Background: an optimization exercise with open tools, aiming at small area, a short achievable clock period and few clock cycles. Do not read the settings as production practice. RTL that was checked went through simulation tests only; none was proved equivalent to the original. The RTL of runs 1 and 2 was laid out without a check of its function. Power figures rest on the tool's default switching activity, not on a simulated workload.

--- design/flow/design.v ---
`default_nettype none
package riscv_alu_pkg;
	localparam int XLEN = 32;
	function automatic logic [4:0] high_index(input logic [XLEN-1:0] x);
		logic [XLEN-1:0] w;
		w = x;
		for (int k = 4; k >= 0; k--) begin
			high_index[k] = ((w >> (1 << k)) != '0);
			if (high_index[k]) begin
				w = w >> (1 << k);
			end
			w = w & ((XLEN'(1) << (1 << k)) - XLEN'(1));
		end
	endfunction
	function automatic logic [5:0] bit_len(input logic [XLEN-1:0] x);
		bit_len = '0;
		for (int i = 0; i < XLEN; i++) begin
			if (x[i]) bit_len = 6'(i + 1);
		end
	endfunction
	function automatic logic [5:0] first_one(input logic [XLEN-1:0] x);
		first_one = 6'd32;
		for (int i = XLEN - 1; i >= 0; i--) begin
			if (x[i]) first_one = 6'(i);
		end
	endfunction
endpackage
`default_nettype wire
`timescale 1ns/10ps
`default_nettype none
module riscv_alu_arith (
	input  logic [6:0]  op_i,
	input  logic [31:0] a_i,
	input  logic [31:0] b_i,
	input  logic [31:0] x_i,
	input  logic [31:0] y_i,
	input  logic        inv_i,
	input  logic        cin_i,
	output logic [31:0] sum_o,
	output logic        cout_o,
	output logic [31:0] p_o,           
	output logic [31:0] g_o,           
	output logic        cmp_o,
	output logic        take_a_o       
);
	logic [31:0] yi;
	logic [31:0] p;
	logic [31:0] g;
	logic [31:0] gc;                   
	logic        ltu;
	logic        lt;
	logic        eq;
	assign yi = y_i ^ {32{inv_i}};
	assign p  = x_i ^ yi;
	assign g  = x_i & yi;
	always_comb begin
		logic [31:0] gt;
		logic [31:0] pt;
		logic [31:0] gn;
		logic [31:0] pn;
		gt = g;
		pt = p;
		gt[0] = g[0] | (p[0] & cin_i);
		for (int d = 1; d < 32; d = d * 2) begin
			gn = gt;
			pn = pt;
			for (int i = 0; i < 32; i++) begin
				if ((i / d) % 2 == 1) begin
					gn[i] = gt[i] | (pt[i] & gt[(i / d) * d - 1]);
					pn[i] = pt[i] & pt[(i / d) * d - 1];
				end
			end
			gt = gn;
			pt = pn;
		end
		gc = gt;
	end
	assign sum_o  = p ^ {gc[30:0], cin_i};
	assign cout_o = gc[31];
	assign p_o    = p;
	assign g_o    = g;
	assign ltu = ~gc[31];
	assign lt  = op_i[0] ? ltu : (ltu ^ a_i[31] ^ b_i[31]);
	assign eq  = &p;
	always_comb begin
		case (op_i[3:1])
			3'b000, 3'b001: cmp_o = lt;
			3'b010, 3'b011: cmp_o = lt | eq;
			3'b100:         cmp_o = ~(lt | eq);
			3'b101:         cmp_o = ~lt;
			default:        cmp_o = eq ^ op_i[0];
		endcase
	end
	assign take_a_o = lt ^ op_i[1];
endmodule
`default_nettype wire
`timescale 1ns/10ps
`default_nettype none
module riscv_alu_shifter (
	input  logic [6:0]  op_i,
	input  logic [31:0] a_i,
	input  logic [4:0]  amt_i,
	output logic [31:0] result_o
);
	logic        shift_left;
	logic        shift_arith;
	logic        rotate;
	logic [4:0]  r;
	logic [31:0] rot;
	logic [31:0] keep;
	logic        fill;
	assign shift_left  = ~op_i[4] & op_i[1] & op_i[0];
	assign shift_arith = ~op_i[4] & ~op_i[1] & ~op_i[0];
	assign rotate      = op_i[4] | (op_i[1] & ~op_i[0]);
	always_comb begin
		for (int i = 0; i < 5; i++) begin
			r[i] = amt_i[i] ^ (shift_left & ((amt_i & 5'((1 << i) - 1)) != 5'd0));
		end
	end
	always_comb begin
		rot = a_i;
		for (int k = 0; k < 5; k++) begin
			if (r[k]) begin
				rot = (rot >> (1 << k)) | (rot << (32 - (1 << k)));
			end
		end
	end
	always_comb begin
		for (int i = 0; i < 32; i++) begin
			keep[i] = rotate | (shift_left ? (5'(i) >= amt_i) : (5'(31 - i) >= amt_i));
		end
	end
	assign fill     = shift_arith & a_i[31];
	assign result_o = (rot & keep) | ({32{fill}} & ~keep);
endmodule
`default_nettype wire
`timescale 1ns/10ps
`default_nettype none
module riscv_alu_bit_count (
	input  logic [6:0]  op_i,
	input  logic [31:0] a_i,
	output logic [5:0]  count_o,
	output logic [5:0]  a_len_o,
	output logic [4:0]  a_hi_o,        
	output logic        a_top_o,
	output logic        a_inv_o
);
	logic [5:0]  popcnt;
	logic        inv;
	logic [31:0] x;
	logic        fl1;
	logic [4:0]  hi;
	logic [5:0]  ff1;
	logic        a_zero;
	logic pc_1, pc_2, pc_3, pc_4, pc_5, pc_6, pc_7, pc_8, pc_9, pc_10, pc_11, pc_12, pc_13, pc_14, pc_15, pc_16, pc_17, pc_18, pc_19, pc_20, pc_21, pc_22, pc_23, pc_24, pc_25, pc_26, pc_27, pc_28, pc_29, pc_30, pc_31, pc_32, pc_33, pc_34, pc_35, pc_36, pc_37, pc_38, pc_39, pc_40, pc_41, pc_42, pc_43, pc_44, pc_45, pc_46, pc_47, pc_48, pc_49, pc_50, pc_51, pc_52, pc_53, pc_54, pc_55, pc_56, pc_57, pc_58;
	assign pc_1 = a_i[0] ^ a_i[1] ^ a_i[2];
	assign pc_2 = (a_i[0] & a_i[1]) | (a_i[0] & a_i[2]) | (a_i[1] & a_i[2]);
	assign pc_3 = a_i[3] ^ a_i[4] ^ a_i[5];
	assign pc_4 = (a_i[3] & a_i[4]) | (a_i[3] & a_i[5]) | (a_i[4] & a_i[5]);
	assign pc_5 = a_i[6] ^ a_i[7] ^ a_i[8];
	assign pc_6 = (a_i[6] & a_i[7]) | (a_i[6] & a_i[8]) | (a_i[7] & a_i[8]);
	assign pc_7 = a_i[9] ^ a_i[10] ^ a_i[11];
	assign pc_8 = (a_i[9] & a_i[10]) | (a_i[9] & a_i[11]) | (a_i[10] & a_i[11]);
	assign pc_9 = a_i[12] ^ a_i[13] ^ a_i[14];
	assign pc_10 = (a_i[12] & a_i[13]) | (a_i[12] & a_i[14]) | (a_i[13] & a_i[14]);
	assign pc_11 = a_i[15] ^ a_i[16] ^ a_i[17];
	assign pc_12 = (a_i[15] & a_i[16]) | (a_i[15] & a_i[17]) | (a_i[16] & a_i[17]);
	assign pc_13 = a_i[18] ^ a_i[19] ^ a_i[20];
	assign pc_14 = (a_i[18] & a_i[19]) | (a_i[18] & a_i[20]) | (a_i[19] & a_i[20]);
	assign pc_15 = a_i[21] ^ a_i[22] ^ a_i[23];
	assign pc_16 = (a_i[21] & a_i[22]) | (a_i[21] & a_i[23]) | (a_i[22] & a_i[23]);
	assign pc_17 = a_i[24] ^ a_i[25] ^ a_i[26];
	assign pc_18 = (a_i[24] & a_i[25]) | (a_i[24] & a_i[26]) | (a_i[25] & a_i[26]);
	assign pc_19 = a_i[27] ^ a_i[28] ^ a_i[29];
	assign pc_20 = (a_i[27] & a_i[28]) | (a_i[27] & a_i[29]) | (a_i[28] & a_i[29]);
	assign pc_21 = a_i[30] ^ a_i[31];
	assign pc_22 = a_i[30] & a_i[31];
	assign pc_23 = pc_1 ^ pc_3 ^ pc_5;
	assign pc_24 = (pc_1 & pc_3) | (pc_1 & pc_5) | (pc_3 & pc_5);
	assign pc_25 = pc_7 ^ pc_9 ^ pc_11;
	assign pc_26 = (pc_7 & pc_9) | (pc_7 & pc_11) | (pc_9 & pc_11);
	assign pc_27 = pc_13 ^ pc_15 ^ pc_17;
	assign pc_28 = (pc_13 & pc_15) | (pc_13 & pc_17) | (pc_15 & pc_17);
	assign pc_29 = pc_19 ^ pc_21;
	assign pc_30 = pc_19 & pc_21;
	assign pc_31 = pc_2 ^ pc_4 ^ pc_6;
	assign pc_32 = (pc_2 & pc_4) | (pc_2 & pc_6) | (pc_4 & pc_6);
	assign pc_33 = pc_8 ^ pc_10 ^ pc_12;
	assign pc_34 = (pc_8 & pc_10) | (pc_8 & pc_12) | (pc_10 & pc_12);
	assign pc_35 = pc_14 ^ pc_16 ^ pc_18;
	assign pc_36 = (pc_14 & pc_16) | (pc_14 & pc_18) | (pc_16 & pc_18);
	assign pc_37 = pc_20 ^ pc_22;
	assign pc_38 = pc_20 & pc_22;
	assign pc_39 = pc_23 ^ pc_25 ^ pc_27;
	assign pc_40 = (pc_23 & pc_25) | (pc_23 & pc_27) | (pc_25 & pc_27);
	assign pc_41 = pc_24 ^ pc_26 ^ pc_28;
	assign pc_42 = (pc_24 & pc_26) | (pc_24 & pc_28) | (pc_26 & pc_28);
	assign pc_43 = pc_30 ^ pc_31 ^ pc_33;
	assign pc_44 = (pc_30 & pc_31) | (pc_30 & pc_33) | (pc_31 & pc_33);
	assign pc_45 = pc_35 ^ pc_37;
	assign pc_46 = pc_35 & pc_37;
	assign pc_47 = pc_32 ^ pc_34 ^ pc_36;
	assign pc_48 = (pc_32 & pc_34) | (pc_32 & pc_36) | (pc_34 & pc_36);
	assign pc_49 = pc_40 ^ pc_41 ^ pc_43;
	assign pc_50 = (pc_40 & pc_41) | (pc_40 & pc_43) | (pc_41 & pc_43);
	assign pc_51 = pc_42 ^ pc_44 ^ pc_46;
	assign pc_52 = (pc_42 & pc_44) | (pc_42 & pc_46) | (pc_44 & pc_46);
	assign pc_53 = pc_47 ^ pc_38;
	assign pc_54 = pc_47 & pc_38;
	assign pc_55 = pc_50 ^ pc_51 ^ pc_53;
	assign pc_56 = (pc_50 & pc_51) | (pc_50 & pc_53) | (pc_51 & pc_53);
	assign pc_57 = pc_52 ^ pc_54 ^ pc_48;
	assign pc_58 = (pc_52 & pc_54) | (pc_52 & pc_48) | (pc_54 & pc_48);
	assign popcnt = {1'b0 , pc_58 , pc_56 , pc_55 , pc_49 , pc_39} + {1'b0 , 1'b0 , pc_57 , 1'b0 , pc_45 , pc_29};
	assign inv    = a_i[31] & op_i[0] & ~(op_i[2] & op_i[1]);
	assign x      = a_i ^ {32{inv}};
	assign fl1    = op_i[2] & op_i[1] & op_i[0];
	assign hi     = riscv_alu_pkg::high_index(fl1 ? a_i : {x[30:0], 1'b1});
	assign ff1    = riscv_alu_pkg::first_one(a_i);
	assign a_zero = ~|a_i;
	assign a_len_o = x[31] ? 6'd32 : ({1'b0, hi} + 6'(inv));
	assign a_hi_o  = hi;
	assign a_top_o = x[31];
	assign a_inv_o = inv;
	always_comb begin
		case (op_i[1:0])
			2'b00:   count_o = popcnt;
			2'b01:   count_o = a_zero ? 6'd0 : {1'b0, ~hi};
			2'b10:   count_o = ff1;
			default: count_o = a_zero ? 6'd32 : {1'b0, hi};
		endcase
	end
endmodule
`default_nettype wire
`timescale 1ns/10ps
`default_nettype none
module riscv_alu_div (
	input  logic        clk_i,
	input  logic        rst_n_i,
	input  logic        req_i,         
	input  logic        ex_ready_i,
	input  logic [6:0]  op_i,
	input  logic [31:0] a_i,
	input  logic [31:0] b_i,
	input  logic [5:0]  a_len_i,       
	input  logic [4:0]  a_hi_i,        
	input  logic        a_top_i,
	input  logic        a_inv_i,
	input  logic [31:0] rot_i,         
	input  logic [31:0] sum_i,         
	input  logic        cout_i,
	output logic [4:0]  rot_amt_o,
	output logic        align_o,
	output logic [31:0] dvd_o,
	output logic        busy_o,
	output logic        done_o,
	output logic [31:0] p_o,           
	output logic [31:0] mag_o,         
	output logic        neg_b_o,       
	output logic        neg_res_o,
	output logic        b_zero_o,
	output logic        ready_o
);
	logic        sgn;
	logic        neg_a;
	logic        neg_b;
	logic        b_zero;
	logic [5:0]  b_len;
	logic [31:0] y;
	logic [4:0]  b_hi;
	logic        hi_lt;
	logic        hi_next;
	logic        fast;
	logic [5:0]  span;
	logic [31:0] top_mask;
	logic        start;
	logic        last;
	logic        align_q;
	logic        busy_q;
	logic        done_q;
	logic        sel_rem_q;
	logic        neg_b_q;
	logic        neg_res_q;
	logic [4:0]  cnt_q;
	logic [31:0] rem_q;
	logic [31:0] dvd_q;
	logic [31:0] p;
	logic        q;
	logic        neg_res;
	assign sgn    = op_i[0];
	assign neg_a  = sgn & a_i[31];
	assign neg_b  = sgn & b_i[31];
	assign b_zero = ~|b_i;
	assign y      = b_i ^ {32{neg_b}};
	assign b_hi   = riscv_alu_pkg::high_index({y[30:0], 1'b1});
	assign b_len  = y[31] ? 6'd32 : {1'b0, b_hi};
	always_comb begin
		hi_next = 1'b1;
		for (int i = 0; i < 5; i++) begin
			hi_next = hi_next & ((a_hi_i[i] ^ b_hi[i]) ==
				((a_hi_i & 5'((1 << i) - 1)) == 5'((1 << i) - 1)));
		end
	end
	assign hi_lt = (a_hi_i < b_hi) & ~(a_inv_i & hi_next);
	assign fast  = b_zero | (~a_top_i & (y[31] | hi_lt));
	assign span = a_len_i - b_len + 6'd1;
	assign rot_amt_o = cnt_q;
	always_comb begin
		for (int i = 0; i < 32; i++) begin
			top_mask[i] = (cnt_q == 5'd0) || ((6'(i) + {1'b0, cnt_q}) >= 6'd32);
		end
	end
	assign start = req_i & ~fast & ~align_q & ~busy_q & ~done_q;
	assign last  = busy_q & (cnt_q == 5'd1);
	always_ff @(posedge clk_i or negedge rst_n_i) begin
		if (!rst_n_i) begin
			align_q <= 1'b0;
			busy_q  <= 1'b0;
			done_q  <= 1'b0;
		end else begin
			align_q <= start;
			if (align_q) begin
				busy_q <= 1'b1;
			end else if (last) begin
				busy_q <= 1'b0;
			end
			if (last) begin
				done_q <= 1'b1;
			end else if (ex_ready_i) begin
				done_q <= 1'b0;
			end
		end
	end
	assign p = {rem_q[30:0], dvd_q[31]};
	assign q = rem_q[31] | cout_i;
	always_ff @(posedge clk_i) begin
		if (busy_q) begin
			rem_q <= q ? sum_i : p;
			dvd_q <= {dvd_q[30:0], q};
			cnt_q <= cnt_q - 5'd1;
		end else if (align_q) begin
			rem_q <= rot_i & ~top_mask;
			dvd_q <= rot_i & top_mask;
		end else if (!done_q) begin
			dvd_q     <= sum_i;
			cnt_q     <= (span[5] ? 5'd0 : span[4:0]);
			sel_rem_q <= op_i[1];
			neg_b_q   <= neg_b;
			neg_res_q <= neg_res;
		end
	end
	assign p_o     = p;
	assign mag_o   = sel_rem_q ? rem_q : dvd_q;
	assign neg_res = sgn & a_i[31] & (op_i[1] | ~b_i[31]) | neg_b & ~op_i[1] & ~a_i[31];
	assign b_zero_o = b_zero;
	assign ready_o   = done_q | (~busy_q & ~align_q & ~(req_i & ~fast));
	assign align_o   = align_q;
	assign dvd_o     = dvd_q;
	assign busy_o    = busy_q;
	assign done_o    = done_q;
	assign neg_b_o   = neg_b_q;
	assign neg_res_o = neg_res_q;
endmodule
`default_nettype wire
`timescale 1ns/10ps
`default_nettype none
module riscv_alu (
	input  logic                           clk_i,
	input  logic                           rst_n_i,
	input  logic                           enable_i,
	input  logic [6:0]                     operator_i,
	input  logic [31:0]                    operand_a_i,
	input  logic [31:0]                    operand_b_i,
	input  logic                           ex_ready_i,
	output logic [31:0]                    result_o,
	output logic                           comparison_result_o,
	output logic                           ready_o
);
	logic [6:0]  op;
	logic [31:0] a;
	logic [31:0] b;
	logic        g_cmp;
	logic        g_minmax;
	logic        g_and;
	logic        g_addsub;
	logic        g_shift;
	logic        g_or;
	logic        g_xor;
	logic        g_div;
	logic        g_count;
	logic        sub;
	logic        neg_a;
	logic [31:0] add_x;
	logic [31:0] add_y;
	logic        add_inv;
	logic        add_cin;
	logic [31:0] sum;
	logic        cout;
	logic [31:0] prop;
	logic [31:0] gen;
	logic        cmp;
	logic        take_a;
	logic        div_b_zero;
	logic        sel_a;
	logic        sel_b;
	logic        sel_sum;
	logic        sel_ones;
	logic [31:0] shift_in;
	logic [4:0]  shift_amt;
	logic [31:0] shift_result;
	logic [5:0]  count;
	logic [5:0]  a_len;
	logic [4:0]  a_hi;
	logic        a_top;
	logic        a_inv;
	logic [4:0]  rot_amt;
	logic        div_align;
	logic [31:0] div_dvd;
	logic        div_busy;
	logic        div_done;
	logic [31:0] div_p;
	logic [31:0] div_mag;
	logic        div_neg_b;
	logic        div_neg_res;
	logic        div_ready;
	assign op = operator_i;
	assign a  = operand_a_i;
	assign b  = operand_b_i;
	assign g_cmp    = ~op[5] & ~op[4];
	assign g_minmax = ~op[5] &  op[4] & ~op[3] & ~op[2];
	assign g_and    = ~op[5] &  op[4] & ~op[3] &  op[2];
	assign g_addsub = ~op[5] &  op[4] &  op[3];
	assign g_shift  =  op[5] & ~op[4] & ~op[3];
	assign g_or     =  op[5] & ~op[4] &  op[3] & ~op[0];
	assign g_xor    =  op[5] & ~op[4] &  op[3] &  op[0];
	assign g_div    =  op[5] &  op[4] & ~op[2];
	assign g_count  =  op[5] &  op[4] &  op[2];
	assign sub   = ~op[5] & (~op[4] | (~op[3] & ~op[2]) | (op[3] & op[0]));
	assign neg_a = op[0] & a[31];
	assign add_x = div_busy ? div_p : ((div_done | g_div) ? 32'b0 : a);
	assign add_y = div_done ? div_mag : ((g_div & ~div_busy) ? a : b);
	always_comb begin
		if (!g_div) begin
			add_inv = sub;
			add_cin = sub;
		end else if (div_busy) begin
			add_inv = ~div_neg_b;
			add_cin = ~div_neg_b;
		end else if (div_done) begin
			add_inv = div_neg_res;
			add_cin = div_neg_res;
		end else begin
			add_inv = neg_a;
			add_cin = neg_a;
		end
	end
	riscv_alu_arith arith_i (
		.op_i(op), .a_i(a), .b_i(b), .x_i(add_x), .y_i(add_y), .inv_i(add_inv),
		.cin_i(add_cin), .sum_o(sum), .cout_o(cout), .p_o(prop), .g_o(gen), .cmp_o(cmp),
		.take_a_o(take_a)
	);
	assign shift_in  = div_align ? div_dvd : a;
	assign shift_amt = div_align ? rot_amt : b[4:0];
	riscv_alu_shifter shifter_i (
		.op_i(op), .a_i(shift_in), .amt_i(shift_amt), .result_o(shift_result)
	);
	riscv_alu_bit_count bit_count_i (
		.op_i(op), .a_i(a), .count_o(count), .a_len_o(a_len), .a_hi_o(a_hi),
		.a_top_o(a_top), .a_inv_o(a_inv)
	);
	riscv_alu_div div_i (
		.clk_i(clk_i), .rst_n_i(rst_n_i), .req_i(enable_i & g_div), .ex_ready_i(ex_ready_i),
		.op_i(op), .a_i(a), .b_i(b), .a_len_i(a_len), .a_hi_i(a_hi), .a_top_i(a_top), .a_inv_i(a_inv), .rot_i(shift_result),
		.sum_i(sum), .cout_i(cout), .rot_amt_o(rot_amt), .align_o(div_align), .dvd_o(div_dvd), .busy_o(div_busy),
		.done_o(div_done), .p_o(div_p), .mag_o(div_mag), .neg_b_o(div_neg_b), .neg_res_o(div_neg_res),
		.b_zero_o(div_b_zero), .ready_o(div_ready)
	);
	assign sel_a    = (g_minmax & take_a) | (g_div & ~div_done & op[1]);
	assign sel_b    = g_minmax & ~take_a;
	assign sel_sum  = g_addsub | (g_div & div_done);
	assign sel_ones = g_div & ~div_done & ~op[1] & div_b_zero;
	assign result_o =
		({32{g_cmp}}    & {31'b0, cmp}) |
		({32{sel_a}}    & a) |
		({32{sel_b}}    & b) |
		({32{g_and | g_or}} & gen) |
		({32{g_or | g_xor}} & prop) |
		({32{sel_sum}}  & sum) |
		({32{g_shift}}  & shift_result) |
		{32{sel_ones}} |
		({32{g_count}}  & {26'b0, count});
	assign comparison_result_o = cmp;
	assign ready_o = div_ready;
endmodule
`default_nettype wire
--- design/flow/flow/run.sh ---
#!/bin/bash
# The standard layout, with the port buffers that buffer_ports inserts
# chosen as buf_2 instead of its default pick (a slow delay buffer), and
# timing repair limited to the moves: unbuffer,sizeup,swap.
set -e
echo 'export BUFFER_PORTS_ARGS = -buffer_cell sky130_fd_sc_hd__buf_2' >> config.mk
echo 'export SETUP_MOVE_SEQUENCE = unbuffer,sizeup,swap' >> config.mk
bash standard.sh > standard.log 2>&1
--- design/flow/standard.sh ---
#!/bin/bash
# synth_recipe.tcl (not shown) runs the flow's synth.tcl, then flattens the netlist and writes it again
# the make line also repeats each setting of config.mk as NAME=value (left out here)
make -C /OpenROAD-flow-scripts/flow DESIGN_CONFIG=/design/flow/config.mk WORK_HOME=/design/flow/orfs CLKGATE_MAP_FILE= SYNTH_SCRIPT=/design/flow/synth_recipe.tcl "${@:-finish}"
--- design/flow/config.mk ---
export PLATFORM = sky130hd
export DESIGN_NAME = riscv_alu
export DESIGN_NICKNAME = riscv_alu
export VERILOG_FILES = /design/flow/design.v
export SDC_FILE = /design/flow/constraint.sdc
export NUM_CORES = 4
export LEC_CHECK = 0
export ABC_AREA = 1
export CAP_MARGIN = 20
export CORE_MARGIN = 2
export CORE_UTILIZATION = 40
export SETUP_SLACK_MARGIN = 2.5
export SLEW_MARGIN = 20
export BUFFER_PORTS_ARGS = -buffer_cell sky130_fd_sc_hd__buf_2
export SETUP_MOVE_SEQUENCE = unbuffer,sizeup,swap
--- design/flow/constraint.sdc ---
create_clock -name core_clock -period 12.0 [get_ports {clk_i}]
set_input_delay 2.4000 -clock core_clock [delete_from_list [all_inputs] [get_ports {clk_i}]]
set_output_delay 2.4000 -clock core_clock [all_outputs]
set_load 0.01 [all_outputs]
==> summary.txt, run 1 <==
Yosys Warn Count=5; status=no timing/DRC/antenna violations; min Tclk post-route=10.21 ns; DIE AREA=39,300 um^2; Peak VDD IR=120.7 uV; Yosys top cell area share=15.29%; maximum clock insertion buffer count=2; GP Congestion=0.9959; cell family with most CP delay=buffers and inverters; Synth cell types=63; Iter 0 DRT Violations=2,084; Ports=109; average wire per standard cell=25.99 um; Critical Path RT=9.60 ns; largest net degree at the start of global routing=72; first-pass iteration count of the detailed router=6; cts hold-fix bufs=0; power density cells=243.8 nW/um^2; H-tree depth=3; arrival time of the worst setup path=7.81 ns; WS Path Type=in2out; share of layout cells above drive strength 1=13.74%; Layout area overhead=14.03%; Setup Viol. Count Final=0; Remaining Overflow, GRT=0; Net Count, Synth=2,641; syn_area_per_cell=6.111 um^2; Crit Path Max Fanout=22; top post-synthesis cells by area=nand2_1 (15%), edfxtp_1 (14%), o21ai_0 (11%); Vias=18,670; worst slew pin tran=1.135 ns; fin crit share=85.10%; crit path capture type=output pin; I/O Buffers=107; Slowest-stage cell, CP=clkinvlp_4; core footprint=37,400 um^2; initial antenna violation count=0; CTS tree=done; drt drc=0; Post CTS Setup Buffer Count=0; overall power=4.196 mW; Max Cap Viol=0; root buffer cell=clkbuf_16; Top FF cell, synth=edfxtp_1; Antenna Nets Post-Route=0; Clock Latency Late Sink=0.36 ns; Final Hold Viols=0; detailed placement HPWL=60,460 um; Startpoint Class=input pin; Max Slew Vio Count=0; die height=198.3 um; first-pass GRT wire length=111,900 um; slew margin rel.=23.51%; CTS clock-pin slew for the worst setup and hold paths=0.07 ns; Async S/R FF share, synth=4.000%; leading area contributor after synthesis=nand2_1; Layout Skew=0.007533 ns; Seq/Total Area, Yosys=14.82%; number of synthesized flops with an enable pin=72; clk sinks=75; initial core utilization=40.36%; n_diodes=0; Post-Route WL=78,350 um; nets@finish=2,670; FF+latch count, synth=75; Horiz. Die Dim=198.3 um; Fmax=0.09792 GHz; Buf+Inv Stages, Crit Path=8; Post-Route Setup TNS=0 ns; RSZ-0062 raised after global routing=yes; delay of the slowest critical-path stage=0.51 ns; CTS Buf Count=9; Syn Inst Count=2,470; GRT Total Usage=39.11%; min-delay worst type=reg2reg; via count of the first global-routing pass=16,940; # rows=71; post-DR vias/cell=6.192; post-synthesis cell area=15,090 um^2; LEAKAGE=7.882 nW
[layout by cell type (no fill, tap or decap), types with 8 or more instances in the layout]
master     count
nand4_1       17
a221oi_1      13
buf_2        102
xnor2_1       10
o21ai_2       19
xor2_1        72
o21ai_0      287
inv_2         11
a22o_1         9
buf_12         8
fa_1          31
a21oi_2       13
inv_1        281
a22oi_1       18
o22ai_1        9
o221ai_1      41
clkbuf_16      9
nand2_1      601
nand3_1      119
nor2_1       148
a21oi_1      152
buf_4         34
nand2_4       12
nor4_1        10
nand2_2       28
edfxtp_1      72
o21a_1        18
o21ai_1       27
mux2i_1       16
ha_1          64
o31ai_1       62
or2_2         18
nor2_4         8
o211ai_1      33
nor3_1        14
[registers in the layout, indices dropped and copies added, names as in the netlist]
name,cells
div_i.align_q,1
div_i.busy_q,1
div_i.sel_rem_q,1
div_i.neg_res_q,1
div_i.dvd_q,32
div_i.done_q,1
div_i.neg_b_q,1
div_i.rem_q,32
div_i.cnt_q,5
[worst register-to-register path, stage by stage, from the launching register on]
cell	delay (ns)
dfrtp_1	0.33
buf_4	0.31
clkinv_1	0.75
o211ai_1	0.54
o311ai_4	0.29
buf_8	0.25
xor2_1	0.19
ha_2	0.34
a21oi_2	0.15
nand2_2	0.11
a21oi_2	0.16
o21ai_2	0.11
nand2_2	0.10
nand2_2	0.06
nand2_2	0.09
nand2_4	0.09
nand3_4	0.09
nand2_4	0.07
nor2_1	0.09
buf_4	0.35
clkinv_1	0.91
nand2_2	1.15
nand2_1	0.13
a32o_1	0.28
[power by group]
| part | leakage, nW | switching (mW) | total (mW) | internal [mW] |
|---|---|---|---|---|
| registers | 0.782 | 0.119 | 0.663 | 0.544 |
| logic | 6.94 | 2.17 | 3.21 | 1.04 |
| clock network | 0.163 | 0.131 | 0.320 | 0.189 |
| total | 7.88 | 2.42 | 4.20 | 1.78 |
[metal layers]
| layer | track usage (%) | up-vias | wire length (um) |
|---|---|---|---|
| li1 | - | 8503 | - |
| met1 | 50.62 | 8736 | 30420 |
| met2 | 59.69 | 1163 | 33210 |
| met3 | 7.937 | 268 | 8990 |
| met4 | 24.00 | 0 | 5725 |
| met5 | 0 | - | 0 |
[area by class of cell]
class	count	area, um^2
inverters	304	1187
clock inverters	6	87.58
clock buffers	10	239.0
repair buffers	152	1032
fillers	4032	20190
multi-input cells	1957	11780
well taps	511	639.4
flip-flops and latches	75	2242
[timing repair]
| item | CTS | global route |
|---|---|---|
| resized for setup | 102 | 97 |
| setup endpoints to repair | 34 | 34 |
| pin swaps | 26 | 39 |
[cell families after synthesis]
kind of cell,synth area share (%)
fa+ha+maj,9.500
simple gates,28.37
mux,1.202
xor+xnor,5.156
flops,14.82
compound gates,29.77
buf+inv,11.18
[per-stage QoR]
step	cell area, um^2	setup WS [ns]	hold WS, ns	cells	utilization [%]
floorplan	15090	2.558	0.5509	2470	-
global placement	16110	1.167	0.6190	2996	43.07
detailed placement	16110	1.033	0.6041	2996	43.07
CTS	16790	1.778	0.6129	3012	44.90
global route	17210	1.523	0.6624	3015	46.02
finish	17210	1.788	0.6320	3015	46.02
[worst paths after layout]
check,start,end,slack [ns],depth (start not counted)
worst max register to register,div_i.done_q,div_i.rem_q[24],4.79,23
worst max-delay path,operator_i[4],result_o[28],1.79,31
min in group asynchronous,rst_n_i,div_i.align_q,1.82,1
max in group asynchronous,rst_n_i,div_i.busy_q,10.05,1
worst min-delay path,div_i.dvd_q[1],div_i.dvd_q[2],0.63,2
worst min register to register,div_i.dvd_q[1],div_i.dvd_q[2],0.63,2
[Yosys cell counts (18+ instances only)]
| cell | count |
|---|---|
| ha_1 | 65 |
| edfxtp_1 | 72 |
| nor3_1 | 22 |
| xor2_1 | 77 |
| fa_1 | 31 |
| nand3_1 | 123 |
| inv_1 | 291 |
| o21a_1 | 18 |
| nand2_1 | 615 |
| o211ai_1 | 33 |
| o31ai_1 | 62 |
| a22oi_1 | 18 |
| a21oi_1 | 163 |
| a221oi_1 | 19 |
| o21ai_0 | 320 |
| nand2_2 | 24 |
| nor2_1 | 152 |
| o221ai_1 | 43 |
| clkbuf_1 | 108 |
| or2_2 | 19 |
==> run 2: changes to the inputs <==
--- a/design/flow/design.v
+++ b/design/flow/design.v
@@ -24,6 +24,29 @@
 			if (x[i]) first_one = 6'(i);
 		end
 	endfunction
+	function automatic logic [XLEN-1:0] carries(input logic [XLEN-1:0] p,
+		input logic [XLEN-1:0] g, input logic cin);
+		logic [XLEN-1:0] gt;
+		logic [XLEN-1:0] pt;
+		logic [XLEN-1:0] gn;
+		logic [XLEN-1:0] pn;
+		gt = g;
+		pt = p;
+		gt[0] = g[0] | (p[0] & cin);
+		for (int d = 1; d < XLEN; d = d * 2) begin
+			gn = gt;
+			pn = pt;
+			for (int i = 0; i < XLEN; i++) begin
+				if ((i / d) % 2 == 1) begin
+					gn[i] = gt[i] | (pt[i] & gt[(i / d) * d - 1]);
+					pn[i] = pt[i] & pt[(i / d) * d - 1];
+				end
+			end
+			gt = gn;
+			pt = pn;
+		end
+		carries = gt;
+	endfunction
 endpackage
 `default_nettype wire
 `timescale 1ns/10ps
@@ -40,6 +63,7 @@
 	output logic        cout_o,
 	output logic [31:0] p_o,           
 	output logic [31:0] g_o,           
+	output logic [31:0] yi_o,          
 	output logic        cmp_o,
 	output logic        take_a_o       
 );
@@ -53,31 +77,11 @@
 	assign yi = y_i ^ {32{inv_i}};
 	assign p  = x_i ^ yi;
 	assign g  = x_i & yi;
-	always_comb begin
-		logic [31:0] gt;
-		logic [31:0] pt;
-		logic [31:0] gn;
-		logic [31:0] pn;
-		gt = g;
-		pt = p;
-		gt[0] = g[0] | (p[0] & cin_i);
-		for (int d = 1; d < 32; d = d * 2) begin
-			gn = gt;
-			pn = pt;
-			for (int i = 0; i < 32; i++) begin
-				if ((i / d) % 2 == 1) begin
-					gn[i] = gt[i] | (pt[i] & gt[(i / d) * d - 1]);
-					pn[i] = pt[i] & pt[(i / d) * d - 1];
-				end
-			end
-			gt = gn;
-			pt = pn;
-		end
-		gc = gt;
-	end
+	assign gc = riscv_alu_pkg::carries(p, g, cin_i);
 	assign sum_o  = p ^ {gc[30:0], cin_i};
 	assign cout_o = gc[31];
 	assign p_o    = p;
+	assign yi_o   = yi;
 	assign g_o    = g;
 	assign ltu = ~gc[31];
 	assign lt  = op_i[0] ? ltu : (ltu ^ a_i[31] ^ b_i[31]);
@@ -249,6 +253,7 @@
 	input  logic [31:0] rot_i,         
 	input  logic [31:0] sum_i,         
 	input  logic        cout_i,
+	input  logic [31:0] yi_i,          
 	output logic [4:0]  rot_amt_o,
 	output logic        align_o,
 	output logic [31:0] dvd_o,
@@ -286,6 +291,11 @@
 	logic [31:0] dvd_q;
 	logic [31:0] p;
 	logic        q;
+	logic [31:0] rem1;
+	logic [31:0] p2;
+	logic [31:0] c2;
+	logic [31:0] t2;
+	logic        q2;
 	logic        neg_res;
 	assign sgn    = op_i[0];
 	assign neg_a  = sgn & a_i[31];
@@ -303,15 +313,15 @@
 	end
 	assign hi_lt = (a_hi_i < b_hi) & ~(a_inv_i & hi_next);
 	assign fast  = b_zero | (~a_top_i & (y[31] | hi_lt));
-	assign span = a_len_i - b_len + 6'd1;
-	assign rot_amt_o = cnt_q;
+	assign span = a_len_i - b_len + 6'd2;
+	assign rot_amt_o = {cnt_q[3:0], 1'b0};
 	always_comb begin
 		for (int i = 0; i < 32; i++) begin
-			top_mask[i] = (cnt_q == 5'd0) || ((6'(i) + {1'b0, cnt_q}) >= 6'd32);
+			top_mask[i] = (cnt_q[3:0] == 4'd0) || ((6'(i) + {1'b0, cnt_q[3:0], 1'b0}) >= 6'd32);
 		end
 	end
 	assign start = req_i & ~fast & ~align_q & ~busy_q & ~done_q;
-	assign last  = busy_q & (cnt_q == 5'd1);
+	assign last  = busy_q & (cnt_q[3:0] == 4'd1);
 	always_ff @(posedge clk_i or negedge rst_n_i) begin
 		if (!rst_n_i) begin
 			align_q <= 1'b0;
@@ -331,19 +341,24 @@
 			end
 		end
 	end
-	assign p = {rem_q[30:0], dvd_q[31]};
-	assign q = rem_q[31] | cout_i;
+	assign p    = {rem_q[30:0], dvd_q[31]};
+	assign q    = rem_q[31] | cout_i;
+	assign rem1 = q ? sum_i : p;
+	assign p2 = {rem1[30:0], dvd_q[30]};
+	assign c2 = riscv_alu_pkg::carries(p2 ^ yi_i, p2 & yi_i, ~neg_b_q);
+	assign t2 = p2 ^ yi_i ^ {c2[30:0], ~neg_b_q};
+	assign q2 = rem1[31] | c2[31];
 	always_ff @(posedge clk_i) begin
 		if (busy_q) begin
-			rem_q <= q ? sum_i : p;
-			dvd_q <= {dvd_q[30:0], q};
+			rem_q <= q2 ? t2 : p2;
+			dvd_q <= {dvd_q[29:0], q, q2};
 			cnt_q <= cnt_q - 5'd1;
 		end else if (align_q) begin
 			rem_q <= rot_i & ~top_mask;
 			dvd_q <= rot_i & top_mask;
 		end else if (!done_q) begin
 			dvd_q     <= sum_i;
-			cnt_q     <= (span[5] ? 5'd0 : span[4:0]);
+			cnt_q     <= {1'b0, (span[5] ? 4'd0 : span[4:1])};
 			sel_rem_q <= op_i[1];
 			neg_b_q   <= neg_b;
 			neg_res_q <= neg_res;
@@ -398,6 +413,7 @@
 	logic        cout;
 	logic [31:0] prop;
 	logic [31:0] gen;
+	logic [31:0] add_yi;
 	logic        cmp;
 	logic        take_a;
 	logic        div_b_zero;
@@ -456,7 +472,7 @@
 	end
 	riscv_alu_arith arith_i (
 		.op_i(op), .a_i(a), .b_i(b), .x_i(add_x), .y_i(add_y), .inv_i(add_inv),
-		.cin_i(add_cin), .sum_o(sum), .cout_o(cout), .p_o(prop), .g_o(gen), .cmp_o(cmp),
+		.cin_i(add_cin), .sum_o(sum), .cout_o(cout), .p_o(prop), .g_o(gen), .yi_o(add_yi), .cmp_o(cmp),
 		.take_a_o(take_a)
 	);
 	assign shift_in  = div_align ? div_dvd : a;
@@ -471,7 +487,7 @@
 	riscv_alu_div div_i (
 		.clk_i(clk_i), .rst_n_i(rst_n_i), .req_i(enable_i & g_div), .ex_ready_i(ex_ready_i),
 		.op_i(op), .a_i(a), .b_i(b), .a_len_i(a_len), .a_hi_i(a_hi), .a_top_i(a_top), .a_inv_i(a_inv), .rot_i(shift_result),
-		.sum_i(sum), .cout_i(cout), .rot_amt_o(rot_amt), .align_o(div_align), .dvd_o(div_dvd), .busy_o(div_busy),
+		.sum_i(sum), .cout_i(cout), .yi_i(add_yi), .rot_amt_o(rot_amt), .align_o(div_align), .dvd_o(div_dvd), .busy_o(div_busy),
 		.done_o(div_done), .p_o(div_p), .mag_o(div_mag), .neg_b_o(div_neg_b), .neg_res_o(div_neg_res),
 		.b_zero_o(div_b_zero), .ready_o(div_ready)
 	);
==> design/flow/flow/run.sh (replaced) <==
#!/bin/bash
# The standard layout, with the port buffers that buffer_ports inserts
# chosen as buf_2 instead of its default pick (a slow delay buffer), and
# timing repair limited to the moves: unbuffer,sizeup,swap,buffer.
set -e
echo 'export BUFFER_PORTS_ARGS = -buffer_cell sky130_fd_sc_hd__buf_2' >> config.mk
echo 'export SETUP_MOVE_SEQUENCE = unbuffer,sizeup,swap,buffer' >> config.mk
bash standard.sh > standard.log 2>&1
--- a/design/flow/config.mk
+++ b/design/flow/config.mk
@@ -12,4 +12,4 @@
 export SETUP_SLACK_MARGIN = 2.5
 export SLEW_MARGIN = 20
 export BUFFER_PORTS_ARGS = -buffer_cell sky130_fd_sc_hd__buf_2
-export SETUP_MOVE_SEQUENCE = unbuffer,sizeup,swap
+export SETUP_MOVE_SEQUENCE = unbuffer,sizeup,swap,buffer
==> summary.txt, run 2 <==
status=no timing/DRC/antenna violations; Seq/Total Area, Yosys=13.45% (-1.4 points); first-pass GRT wire length=123,000 um (+10%); FF+latch count, synth=74 (-1.3%); number of fillers in the final layout=4,329 (+7.4%); worst hold slack=0.5869 ns (-0.04515 ns); Peak VDD IR=372.1 uV (+210%); crit-path most repeated cell=nand2_4; Switching Share=59.27% (+1.6 points); biggest regs=div_i.dvd_q: 32 flops, div_i.rem_q: 32 flops, div_i.cnt_q: 4 flops; sequential group share of total power=10.1% (-5.7 points); GP Congestion=1.081 (+8.5%); drt drc=0 (unchanged); overall power=6.863 mW (+64%); Max Slew Vio Count=0 (unchanged); Yosys top cell area share=16.11% (+0.81 points); post-synthesis compound-gate area fraction=27.74% (-2.0 points); core footprint=40,650 um^2 (+8.7%); dpl ws=0.9510 ns (-0.08210 ns); largest net degree at the start of global routing=62 (-14%); fin crit share=79.42% (-5.7 points); syn_area_per_cell=5.995 um^2 (-1.9%); min Tclk post-route=9.530 ns (-0.6824 ns); WS Path Type=in2out; Post-Synth Simple-Gate Area=29.41% (+1.0 points); commonest non-fill, non-tap cell in the layout=nand2_1; first-pass iteration count of the detailed router=7 (+1); Crit Path Max Fanout=29 (+32%); slew margin rel.=17.80% (-5.7 points); Yosys Warn Count=5 (unchanged); Antenna Nets Post-Route=0 (unchanged); I/O Buffers=107 (unchanged); top post-synthesis cells by count=nand2_1 (704), o21ai_0 (398), inv_1 (330); CTS tree=done; Iter 0 DRT Violations=3,042 (+46%); Clock Latency Late Sink=0.39 ns (+0.03 ns); Final WS setup=2.470 ns (+0.6824 ns); CTS clock-pin slew for the worst setup and hold paths=0.09 ns (+0.02 ns); root buffer cell=clkbuf_16; multi-input logic area=13,100 um^2 (+11%); number of synthesized flops with an enable pin=71 (-1.4%); detailed placement HPWL=66,370 um (+9.8%); # placed instances=3,280 (+9.5%); Syn Inst Count=2,737 (+11%); post-DR vias/cell=6.286 (+1.5%); DIE AREA=42,650 um^2 (+8.5%); Horiz. Die Dim=206.5 um (+4.2%); most common cell in the synthesized netlist=nand2_1; Async S/R FF share, synth=4.054% (+0.054 points); Net Count, Synth=2,944 (+11%); power density cells=355.6 nW/um^2 (+46%); most frequent cells in the layout=nand2_1 (691), o21ai_0 (372), inv_1 (310); Register Area=2208 um^2 (-1.5%); post-synthesis cell area=16,410 um^2 (+8.7%); min-delay worst type=reg2reg; via count of the first global-routing pass=19,207 (+13%); clock network fraction of total power=4.6% (-3.0 points); Synth cell types=57 (-9.5%); initial core utilization=40.37% (about the same); Setup Viol. Count Final=0 (unchanged); Final Hold Viols=0 (unchanged); crit path capture type=output pin; LEAKAGE=8.895 nW (+13%); GRT Total Usage=39.55% (+0.44 points); Fmax=0.1049 GHz (+7.2%); H-tree depth=3 (unchanged); top post-synthesis cells by area=nand2_1 (16%), edfxtp_1 (13%), o21ai_0 (12%); Ports=109 (unchanged); non-filler cells, final=3,376 (+12%); leading area contributor after synthesis=nand2_1; post-synthesis mux area share=0.8770% (-0.33 points); CTS Buf Count=9 (unchanged); # rows=74 (+4.2%); Vias=21,222 (+14%); initial antenna violation count=1 (+1); die height=206.5 um (+4.2%); post-layout util=47.48% (+1.5 points); P_int=2.795 mW (+57%); nets@finish=3,044 (+14%); Layout area overhead=17.62%; switching pwr=4.067 mW (+68%); share of layout cells above drive strength 1=14.53% (+0.79 points); Post-Route Setup TNS=0 ns (unchanged); arrival time of the worst setup path=7.13 ns (-0.68 ns); Critical Path RT=9.60 ns (about the same); Remaining Overflow, GRT=0 (unchanged); Startpoint Class=input pin; Post-Layout Inst Area=19,300 um^2 (+12%); Comb power frac=85.3% (+8.7 points); Layout Skew=0.02298 ns (+0.01545 ns); Max Cap Viol=0 (unchanged); adder-cell area share of the yosys netlist=11.76% (+2.3 points); Area after DPL=17,440 um^2 (+8.3%); Slowest-stage cell, CP=nor2_4; maximum clock insertion buffer count=2 (unchanged); RSZ-0062 raised after global routing=yes; delay of the slowest critical-path stage=0.79 ns (+0.28 ns); average wire per standard cell=25.65 um (-1.3%); clk sinks=74 (-1.3%); Top FF cell, synth=edfxtp_1; Synth Area in XOR/XNOR=5.498% (+0.34 points); main combinational cell family by area after synthesis=simple AND/OR/NAND/NOR gates; worst slew pin tran=1.220 ns (+0.08462 ns); Post-Route WL=86,580 um (+11%)
==> run 2: cells by family (layout without fill, tap and decap cells) <==
kind of cell,after synthesis,in the layout
adder cells (fa/ha/maj),132,132
AO/OA/AOI/OAI,781,781
buffers and inverters,479,584
XOR/XNOR,103,103
AND/OR/NAND/NOR,1154,1154
flip-flops,74,74
multiplexers,14,14
other,0,2
==> run 2: timing repair <==
| item | in CTS | in global routing |
|---|---|---|
| setup endpoints to repair | 67 | 66 |
| setup buffers | 34 | 44 |
| hold buffers | 0 | 0 |
| cloned | 0 | 0 |
| gates resized for setup | 96 | 121 |
| pin swaps | 21 | 58 |
==> run 2: layout make-up <==
| class | count | area share, % |
|---|---|---|
| inverter | 342 | 7.054 |
| tap | 532 | 3.449 |
| clock buffer | 9 | 1.167 |
| multi-input combinational | 2184 | 67.87 |
| timing repair buffer | 226 | 8.558 |
| antenna | 2 | 0.02593 |
| sequential | 74 | 11.44 |
| clock inverter | 7 | 0.4279 |
==> run 2: power by group through the flow <==
stage	Combinational (mW)	Clock (mW)	Sequential, mW
floorplan	3.70	0	0.625
global placement	5.08	0	0.686
detailed placement	5.19	0	0.687
CTS	5.40	0.310	0.683
global route	6.37	0.316	0.702
finish	5.86	0.313	0.694
==> run 2: per-layer routing <==
| layer | vias to the layer above | track usage (%) | share of wire (%) |
|---|---|---|---|
| li1 | 9472 | - | - |
| met5 | - | 0 | 0 |
| met2 | 1607 | 59.05 | 41 |
| met3 | 393 | 9.681 | 14 |
| met1 | 9750 | 50.08 | 37 |
| met4 | 0 | 27.19 | 8.2 |
==> run 2: critical path: cells and delay by family <==
| family | cells | cell delay (ns) |
|---|---|---|
| compound gates | 6 | 1.08 |
| fa+ha+maj | 1 | 0.26 |
| buf+inv | 9 | 1.24 |
| simple gates | 13 | 2.11 |
==> run 2: worst paths after layout <==
path	depth (start not counted)	slack [ns]	to	start
worst max-delay path	29	2.47	result_o[2]	operator_i[5]
worst min-delay path	2	0.59	div_i.dvd_q[22]	div_i.dvd_q[20]
worst max register to register	46	3.71	div_i.rem_q[15]	div_i.busy_q
worst min register to register	2	0.59	div_i.dvd_q[22]	div_i.dvd_q[20]
max in group asynchronous	1	10.08	div_i.busy_q	rst_n_i
min in group asynchronous	1	1.80	div_i.busy_q	rst_n_i
==> run 3: changes to the inputs <==
--- a/design/flow/design.v
+++ b/design/flow/design.v
@@ -144,10 +144,7 @@
 	input  logic [6:0]  op_i,
 	input  logic [31:0] a_i,
 	output logic [5:0]  count_o,
-	output logic [5:0]  a_len_o,
-	output logic [4:0]  a_hi_o,        
-	output logic        a_top_o,
-	output logic        a_inv_o
+	output logic [5:0]  a_len_o
 );
 	logic [5:0]  popcnt;
 	logic        inv;
@@ -223,9 +220,6 @@
 	assign ff1    = riscv_alu_pkg::first_one(a_i);
 	assign a_zero = ~|a_i;
 	assign a_len_o = x[31] ? 6'd32 : ({1'b0, hi} + 6'(inv));
-	assign a_hi_o  = hi;
-	assign a_top_o = x[31];
-	assign a_inv_o = inv;
 	always_comb begin
 		case (op_i[1:0])
 			2'b00:   count_o = popcnt;
@@ -247,9 +241,6 @@
 	input  logic [31:0] a_i,
 	input  logic [31:0] b_i,
 	input  logic [5:0]  a_len_i,       
-	input  logic [4:0]  a_hi_i,        
-	input  logic        a_top_i,
-	input  logic        a_inv_i,
 	input  logic [31:0] rot_i,         
 	input  logic [31:0] sum_i,         
 	input  logic        cout_i,
@@ -271,10 +262,6 @@
 	logic        neg_b;
 	logic        b_zero;
 	logic [5:0]  b_len;
-	logic [31:0] y;
-	logic [4:0]  b_hi;
-	logic        hi_lt;
-	logic        hi_next;
 	logic        fast;
 	logic [5:0]  span;
 	logic [31:0] top_mask;
@@ -301,18 +288,8 @@
 	assign neg_a  = sgn & a_i[31];
 	assign neg_b  = sgn & b_i[31];
 	assign b_zero = ~|b_i;
-	assign y      = b_i ^ {32{neg_b}};
-	assign b_hi   = riscv_alu_pkg::high_index({y[30:0], 1'b1});
-	assign b_len  = y[31] ? 6'd32 : {1'b0, b_hi};
-	always_comb begin
-		hi_next = 1'b1;
-		for (int i = 0; i < 5; i++) begin
-			hi_next = hi_next & ((a_hi_i[i] ^ b_hi[i]) ==
-				((a_hi_i & 5'((1 << i) - 1)) == 5'((1 << i) - 1)));
-		end
-	end
-	assign hi_lt = (a_hi_i < b_hi) & ~(a_inv_i & hi_next);
-	assign fast  = b_zero | (~a_top_i & (y[31] | hi_lt));
+	assign b_len  = riscv_alu_pkg::bit_len(b_i ^ {32{neg_b}});
+	assign fast = b_zero | (a_len_i < b_len);
 	assign span = a_len_i - b_len + 6'd2;
 	assign rot_amt_o = {cnt_q[3:0], 1'b0};
 	always_comb begin
@@ -426,9 +403,6 @@
 	logic [31:0] shift_result;
 	logic [5:0]  count;
 	logic [5:0]  a_len;
-	logic [4:0]  a_hi;
-	logic        a_top;
-	logic        a_inv;
 	logic [4:0]  rot_amt;
 	logic        div_align;
 	logic [31:0] div_dvd;
@@ -481,12 +455,11 @@
 		.op_i(op), .a_i(shift_in), .amt_i(shift_amt), .result_o(shift_result)
 	);
 	riscv_alu_bit_count bit_count_i (
-		.op_i(op), .a_i(a), .count_o(count), .a_len_o(a_len), .a_hi_o(a_hi),
-		.a_top_o(a_top), .a_inv_o(a_inv)
+		.op_i(op), .a_i(a), .count_o(count), .a_len_o(a_len)
 	);
 	riscv_alu_div div_i (
 		.clk_i(clk_i), .rst_n_i(rst_n_i), .req_i(enable_i & g_div), .ex_ready_i(ex_ready_i),
-		.op_i(op), .a_i(a), .b_i(b), .a_len_i(a_len), .a_hi_i(a_hi), .a_top_i(a_top), .a_inv_i(a_inv), .rot_i(shift_result),
+		.op_i(op), .a_i(a), .b_i(b), .a_len_i(a_len), .rot_i(shift_result),
 		.sum_i(sum), .cout_i(cout), .yi_i(add_yi), .rot_amt_o(rot_amt), .align_o(div_align), .dvd_o(div_dvd), .busy_o(div_busy),
 		.done_o(div_done), .p_o(div_p), .mag_o(div_mag), .neg_b_o(div_neg_b), .neg_res_o(div_neg_res),
 		.b_zero_o(div_b_zero), .ready_o(div_ready)
--- a/design/flow/config.mk
+++ b/design/flow/config.mk
@@ -9,7 +9,7 @@
 export CAP_MARGIN = 20
 export CORE_MARGIN = 2
 export CORE_UTILIZATION = 40
-export SETUP_SLACK_MARGIN = 2.5
+export SETUP_SLACK_MARGIN = 2
 export SLEW_MARGIN = 20
 export BUFFER_PORTS_ARGS = -buffer_cell sky130_fd_sc_hd__buf_2
 export SETUP_MOVE_SEQUENCE = unbuffer,sizeup,swap,buffer
==> summary.txt, run 3 <==
status=no timing/DRC/antenna violations; Fmax=0.1001 GHz (-4.6%); Ports=109 (unchanged); Slowest-stage cell, CP=o31ai_1; leading area contributor after synthesis=nand2_1; Clock Latency Late Sink=0.36 ns (-0.03 ns); largest net degree at the start of global routing=68 (+9.7%); most common cell in the synthesized netlist=nand2_1; worst hold slack=0.6203 ns (+0.03340 ns); min Tclk post-route=9.987 ns (+0.4570 ns); GR Util met2=53.25% (-5.8 points); fin crit share=83.22% (+3.8 points); biggest regs=div_i.dvd_q: 32 flops, div_i.rem_q: 32 flops, div_i.cnt_q: 4 flops; Max Cap Viol=0 (unchanged); Peak VDD IR=306.8 uV (-18%); top post-synthesis cells by count=nand2_1 (712), inv_1 (295), o21ai_0 (294); Layout area overhead=10.63%; dpl ws=1.428 ns (+0.4771 ns); WS Path Type=in2out; Final WS setup=2.013 ns (-0.4570 ns); slew margin rel.=23.12% (+5.3 points); crit path capture type=output pin; CTS clock-pin slew for the worst setup and hold paths=0.07 ns (-0.02 ns); Seq/Total Area, Yosys=13.48% (+0.030 points); multi-input logic area=12,650 um^2 (-3.4%); CTS Buf Count=9 (unchanged); average wire per standard cell=25.18 um (-1.8%); gr busiest metal=met2; Final Hold Viols=0 (unchanged); Setup Viol. Count Final=0 (unchanged); H-tree depth=3 (unchanged); root buffer cell=clkbuf_16; # rows=74 (unchanged); post-DR vias/cell=6.223 (-1.0%); maximum clock insertion buffer count=2 (unchanged); die height=206.3 um (-0.11%); power density cells=346.4 nW/um^2 (-2.6%); Net Count, Synth=2,886 (-2.0%); Yosys top cell area share=16.33% (+0.22 points); Max Slew Vio Count=0 (unchanged); post-synthesis cell area=16,370 um^2 (-0.22%); Top FF cell, synth=edfxtp_1; Yosys Warn Count=5 (unchanged); DIE AREA=42,560 um^2 (-0.21%); syn_area_per_cell=6.111 um^2 (+1.9%); most frequent cells in the layout=nand2_1 (707), inv_1 (290), o21ai_0 (282); initial antenna violation count=4 (+3); LEAKAGE=8.370 nW (-5.9%); initial core utilization=40.28% (-0.089 points); GRT Total Usage=37.69% (-1.9 points); share of layout cells above drive strength 1=11.22% (-3.3 points); Critical Path RT=9.60 ns (about the same); Post-Route WL=82,050 um (-5.2%); drt drc=0 (unchanged); Post-Route Setup TNS=0 ns (unchanged); clk sinks=74 (unchanged); via count of the first global-routing pass=18,157 (-5.5%); number of synthesized flops with an enable pin=71 (unchanged); Async S/R FF share, synth=4.054% (unchanged); Crit Path Max Fanout=15 (-48%); Global Route met3 Usage=9.098% (-0.58 points); Vias=20,280 (-4.4%); FF+latch count, synth=74 (unchanged); Register Area=2211 um^2 (+0.11%); first-pass GRT wire length=117,800 um (-4.2%); n_diodes=0 (-2); CTS tree=done; Iter 0 DRT Violations=3,043 (+0.033%); Remaining Overflow, GRT=0 (unchanged); crit-path most repeated cell=nand2_1; delay of the slowest critical-path stage=0.44 ns (-0.35 ns); detailed placement HPWL=65,060 um (-2.0%); first-pass iteration count of the detailed router=6 (-1); nets@finish=2,929 (-3.8%); top post-synthesis cells by area=nand2_1 (16%), edfxtp_1 (13%), o21ai_0 (9.0%); GR met1 Demand/Resource=51.42% (+1.3 points); GP Congestion=1.084 (+0.35%); arrival time of the worst setup path=7.59 ns (+0.46 ns); Layout Skew=0.01163 ns (-0.01135 ns); Antenna Nets Post-Route=0 (unchanged); RSZ-0062 raised after global routing=no; Horiz. Die Dim=206.3 um (-0.11%); Startpoint Class=input pin; core footprint=40,650 um^2 (unchanged); commonest non-fill, non-tap cell in the layout=nand2_1; I/O Buffers=107 (unchanged); post-layout util=44.56% (-2.9 points); worst slew pin tran=1.141 ns (-0.07888 ns); min-delay worst type=reg2reg; Synth cell types=64 (+12%); Syn Inst Count=2,679 (-2.1%); number of fillers in the final layout=4,385 (+1.3%)
run 3: cell families after synthesis:
family	Yosys count	share of synthesized area, %
adder cells (fa/ha/maj)	132	11.92
multiplexers	6	0.3745
buffers and inverters	456	11.10
XOR/XNOR	113	6.046
flip-flops	74	13.48
AND/OR/NAND/NOR	1131	28.83
AO/OA/AOI/OAI	767	28.25
run 3: cell type report:
cell class / count / area share (%)
Tap cell: 532 / 3.675
Multi-Input combinational cell: 2149 / 69.83
Clock inverter: 7 / 0.2003
Timing Repair Buffer: 176 / 6.273
Inverter: 312 / 6.570
Sequential cell: 74 / 12.21
Clock buffer: 9 / 1.244
run 3: repair_timing:
item | in CTS | in global routing
buffers inserted | 5 | 18
endpoints found under the setup margin | 65 | 66
resized for setup | 25 | 55
cloned | 0 | 0
pin swaps | 3 | 12
hold buffers | 0 | 0
run 3: path summary, 6_finish.rpt:
| path | start | to | slack [ns] | cells after the start |
|---|---|---|---|---|
| worst min-delay path | div_i.dvd_q[21] | div_i.dvd_q[23] | 0.62 | 2 |
| worst max register to register | div_i.done_q | div_i.rem_q[26] | 4.01 | 43 |
| worst max-delay path | operator_i[2] | result_o[4] | 2.01 | 28 |
| worst min register to register | div_i.dvd_q[21] | div_i.dvd_q[23] | 0.62 | 2 |
| max in group asynchronous | rst_n_i | div_i.busy_q | 9.99 | 1 |
| min in group asynchronous | rst_n_i | div_i.align_q | 1.85 | 1 |
run 3: layer usage:
| metal | vias up | wire length [um] |
|---|---|---|
| li1 | 9204 | - |
| met1 | 9391 | 32650 |
| met2 | 1432 | 32650 |
| met3 | 249 | 10960 |
| met4 | 4 | 5766 |
| met5 | - | 23 |
run 3: worst max-delay path, delay by kind of cell:
family | cells | cell delay, ns
fa+ha+maj | 1 | 0.36
compound gates | 5 | 1.52
buf+inv | 8 | 1.51
simple gates | 14 | 1.75
run 3: power by group:
| group | switching [mW] | total, mW | leakage (nW) | internal, mW |
|---|---|---|---|---|
| Sequential | 0.160 | 0.731 | 0.770 | 0.571 |
| Combinational | 3.47 | 5.28 | 7.47 | 1.81 |
| Clock | 0.128 | 0.266 | 0.132 | 0.138 |
run 3: metrics by stage:
stage | std cells | area (um^2) | power (mW)
2_1_floorplan | 2679 | 16370 | 4.304
3_3_place_gp | 3220 | 17340 | 5.647
3_5_place_dp | 3220 | 17340 | 5.735
4_1_cts | 3241 | 17750 | 6.052
5_1_grt | 3259 | 18110 | 6.825
6_report | 3259 | 18110 | 6.274
Testbench counts of run 3, summed over its fixed seeds: cycles 29,602.
==> run 4: changes to the inputs <==
--- a/design/flow/config.mk
+++ b/design/flow/config.mk
@@ -9,7 +9,7 @@
 export CAP_MARGIN = 20
 export CORE_MARGIN = 2
 export CORE_UTILIZATION = 40
-export SETUP_SLACK_MARGIN = 2
+export SETUP_SLACK_MARGIN = 3
 export SLEW_MARGIN = 20
 export BUFFER_PORTS_ARGS = -buffer_cell sky130_fd_sc_hd__buf_2
 export SETUP_MOVE_SEQUENCE = unbuffer,sizeup,swap,buffer
==> summary.txt, run 4 <==
status=no timing/DRC/antenna violations; leading area contributor after synthesis=nand2_1; clock network fraction of total power=3.9% (-0.3 points); dpl ws=1.062 ns (-0.3659 ns); drt drc=0 (unchanged); Fmax=0.1059 GHz (+5.8%); RSZ-0062 raised after global routing=yes; share of layout cells above drive strength 1=18.76% (+7.5 points); core footprint=40,650 um^2 (unchanged); WS Path Type=in2out; crit path from=operator_i[5]; FF+latch count, synth=74 (unchanged); reg2reg start=div_i.done_q; clk sinks=74 (unchanged); Post-Route Setup TNS=0 ns (unchanged); Horiz. Die Dim=206.3 um (unchanged); # placed instances=3,218 (-0.062%); cell family with most CP delay=buffers and inverters; Clock Latency Late Sink=0.36 ns (about the same); Comb power frac=85.4% (+1.3 points); Yosys top cell area share=16.33% (unchanged); Startpoint Class=input pin; CTS tree=done; maximum clock insertion buffer count=2 (unchanged); Crit Path Max Fanout=12 (-3); root buffer cell=clkbuf_16; H-tree depth=3 (unchanged); most frequent cells in the layout=nand2_1 (687), inv_1 (273), o21ai_0 (264); Max Cap Viol=0 (unchanged); post-DR vias/cell=6.234 (+0.18%); syn_area_per_cell=6.111 um^2 (unchanged); Critical Path RT=9.60 ns (about the same); CTS clock-pin slew for the worst setup and hold paths=0.06 ns (about the same); non-filler cells, final=3,351 (+2.8%); first-pass GRT wire length=123,100 um (+4.4%); DIE AREA=42,560 um^2 (unchanged); first-pass iteration count of the detailed router=6 (unchanged); Yosys Warn Count=5 (unchanged); Final WS setup=2.560 ns (+0.5473 ns); CTS Buf Count=9 (unchanged); GRT Total Usage=39.65% (+2.0 points); Slowest-stage cell, CP=buf_4; I/O Buffers=107 (unchanged); Peak VDD IR=370.8 uV (+21%); via count of the first global-routing pass=18,768 (+3.4%); min Tclk post-route=9.440 ns (-0.5473 ns); Setup Viol. Count Final=0 (unchanged); delay of the slowest critical-path stage=0.42 ns (-0.02 ns); cts hold-fix bufs=0 (unchanged); top post-synthesis cells by area=nand2_1 (16%), edfxtp_1 (13%), o21ai_0 (9.0%); average wire per standard cell=25.82 um (+2.6%); initial core utilization=40.28% (unchanged); switching pwr=4.014 mW (+6.9%); Iter 0 DRT Violations=3,307 (+8.7%); Layout area overhead=20.66%; number of synthesized flops with an enable pin=71 (unchanged); R2R depth=45 (+4.7%); minimum setup slack among reg-to-reg paths=4.43 ns (+0.42 ns); Synth cell types=64 (unchanged); sequential group share of total power=10.7% (-1.0 points); Top FF cell, synth=edfxtp_1; # rows=74 (unchanged); Ports=109 (unchanged); slew margin rel.=21.38% (-1.7 points); min-delay worst type=reg2reg; crit-path most repeated cell=buf_4; Net Count, Synth=2,886 (unchanged); Switching Share=58.76% (-1.1 points); P_int=2.817 mW (+12%); fin crit share=78.66% (-4.6 points); reg2reg end=div_i.rem_q[30]; initial antenna violation count=2 (-2); most common cell in the synthesized netlist=nand2_1; nets@finish=3,018 (+3.0%); Buf+Inv Stages, Crit Path=23 (+15); commonest non-fill, non-tap cell in the layout=nand2_1; GP Congestion=1.111 (+2.5%); biggest regs=div_i.dvd_q: 32 flops, div_i.rem_q: 32 flops, div_i.cnt_q: 4 flops; Max Slew Vio Count=0 (unchanged); Async S/R FF share, synth=4.054% (unchanged); Levels on crit path=30 (+7.1%); post-synthesis cell area=16,370 um^2 (unchanged); post-layout util=48.60% (+4.0 points); top post-synthesis cells by count=nand2_1 (712), inv_1 (295), o21ai_0 (294); Setup crit end=result_o[15]; Seq/Total Area, Yosys=13.48% (unchanged); Antenna Nets Post-Route=0 (unchanged); power density cells=345.9 nW/um^2 (-0.16%); Remaining Overflow, GRT=0 (unchanged); Final Hold Viols=0 (unchanged); Vias=20,889 (+3.0%); largest net degree at the start of global routing=79 (+16%); LEAKAGE=8.922 nW (+6.6%); Post-Route WL=86,530 um (+5.5%); crit path capture type=output pin; arrival time of the worst setup path=7.04 ns (-0.55 ns); Layout Skew=0.01246 ns (+0.0008379 ns); detailed placement HPWL=66,220 um (+1.8%); Syn Inst Count=2,679 (unchanged); worst slew pin tran=1.167 ns (+0.02588 ns); die height=206.3 um (unchanged)
-- run 4: cell count changes in the layout (fill, tap and decap cells not counted), sizes merged --
| cell | delta |
|---|---|
| clkinv | -2 |
| inv | -9 |
| diode | +4 |
| clkinvlp | +8 |
| buf | +91 |
-- run 4: how the worst min path moves through the flow --
stage                          from         endpoint  slack, ns  cells after the start
floorplan           div_i.dvd_q[21]  div_i.dvd_q[23]       0.55                      2
global placement    div_i.dvd_q[26]  div_i.dvd_q[28]       0.59                      2
detailed placement  div_i.dvd_q[26]  div_i.dvd_q[28]       0.59                      2
CTS                 div_i.dvd_q[26]  div_i.dvd_q[28]       0.61                      2
global route        div_i.dvd_q[26]  div_i.dvd_q[28]       0.67                      2
finish              div_i.dvd_q[26]  div_i.dvd_q[28]       0.62                      2
-- run 4: per-stage QoR --
step	power (mW)	hold slack (ns)	cell area, um^2
after floorplan	4.307	0.5509	16390
after global placement	5.713	0.5883	17340
after detailed placement	5.805	0.5932	17350
after CTS	6.419	0.6110	19330
after global routing	7.412	0.6659	19740
final	6.832	0.6170	19750
-- run 4: kinds of logic after synthesis --
kind of cell,share of synthesized area [%]
AOI/OAI and AO/OA,28.25
DFF,13.48
and+or+nand+nor,28.83
muxes,0.3745
adders and majority gates,11.92
buffers and inverters,11.10
xor gates and xnor gates,6.046
-- run 4: power groups by stage --
stage / Sequential, mW / Clock (mW) / Combinational [mW]
6_report: 0.731 / 0.267 / 5.83
5_1_grt: 0.738 / 0.272 / 6.40
4_1_cts: 0.720 / 0.262 / 5.44
3_5_place_dp: 0.723 / 0 / 5.08
3_3_place_gp: 0.723 / 0 / 4.99
2_1_floorplan: 0.641 / 0 / 3.67
-- run 4: cell type report --
class	count	area [um^2]
well taps	532	665.6
clock inverters	4	20.02
diodes	4	10.01
inverters	312	1255
repair buffers	265	1942
flip-flops and latches	74	2211
fillers	4241	20890
multi-input cells	2149	13420
clock buffers	11	232.7
-- run 4: worst min-delay path, cell delays in order, from the launching register on --
cell and delay, ns:
edfxtp_1 0.37, nand2_1 0.06, o221ai_1 0.06
-- run 4: timing repair --
action / CTS / global route
endpoints found under the setup margin: 67 / 66
pin swaps: 67 / 43
setup buffers: 92 / 22
cloned: 0 / 0
resized for setup: 235 / 62
-- run 4: layer usage --
layer	share of wire [%]	up-vias	track usage [%]
met5	0.012	-	0
met4	7.3	2	23.75
met3	13	311	10.03
met2	40	1529	56.93
met1	39	9660	53.18
li1	-	9387	-

[static timing again, ports no longer ideal]
The flow's constraints put no driver on any port. The routed layouts listed below were extracted and timed again, unchanged, in two steps.
Step 1 (the two cells are an assumption about what drives the block):
set clk [get_ports {clk_i}]
set_driving_cell -lib_cell sky130_fd_sc_hd__clkbuf_16 $clk
set_driving_cell -lib_cell sky130_fd_sc_hd__buf_2 [delete_from_list [all_inputs] $clk]
Step 2 also shifts input and output timing later by t, the mid clock arrival at the registers, as if the neighbouring blocks saw the same clock.
Slacks: ideal ports / drivers / drivers and shift; pairs: ideal ports / drivers.
| run | shift t [ns] | setup slack, ns | worst register clock-pin slew, ns | worst data-port slew with drivers (ns) |
|---|---|---|---|---|
| run 1 | 0.405 | 1.788 / 1.686 / 1.686 | 0.07 / 0.07 | 0.10 |
| run 2 | 0.438 | 2.470 / 2.416 / 2.375 | 0.09 / 0.09 | 0.09 |
| run 3 | 0.401 | 2.013 / 1.992 / 1.992 | 0.07 / 0.07 | 0.06 |
| run 4 | 0.403 | 2.560 / 2.530 / 2.530 | 0.07 / 0.07 | 0.09 |
After both steps every run listed still meets setup and hold. For run 1, which loses most, drivers alone change the setup slack by -0.102 ns; drivers and shift together by -0.102 ns.
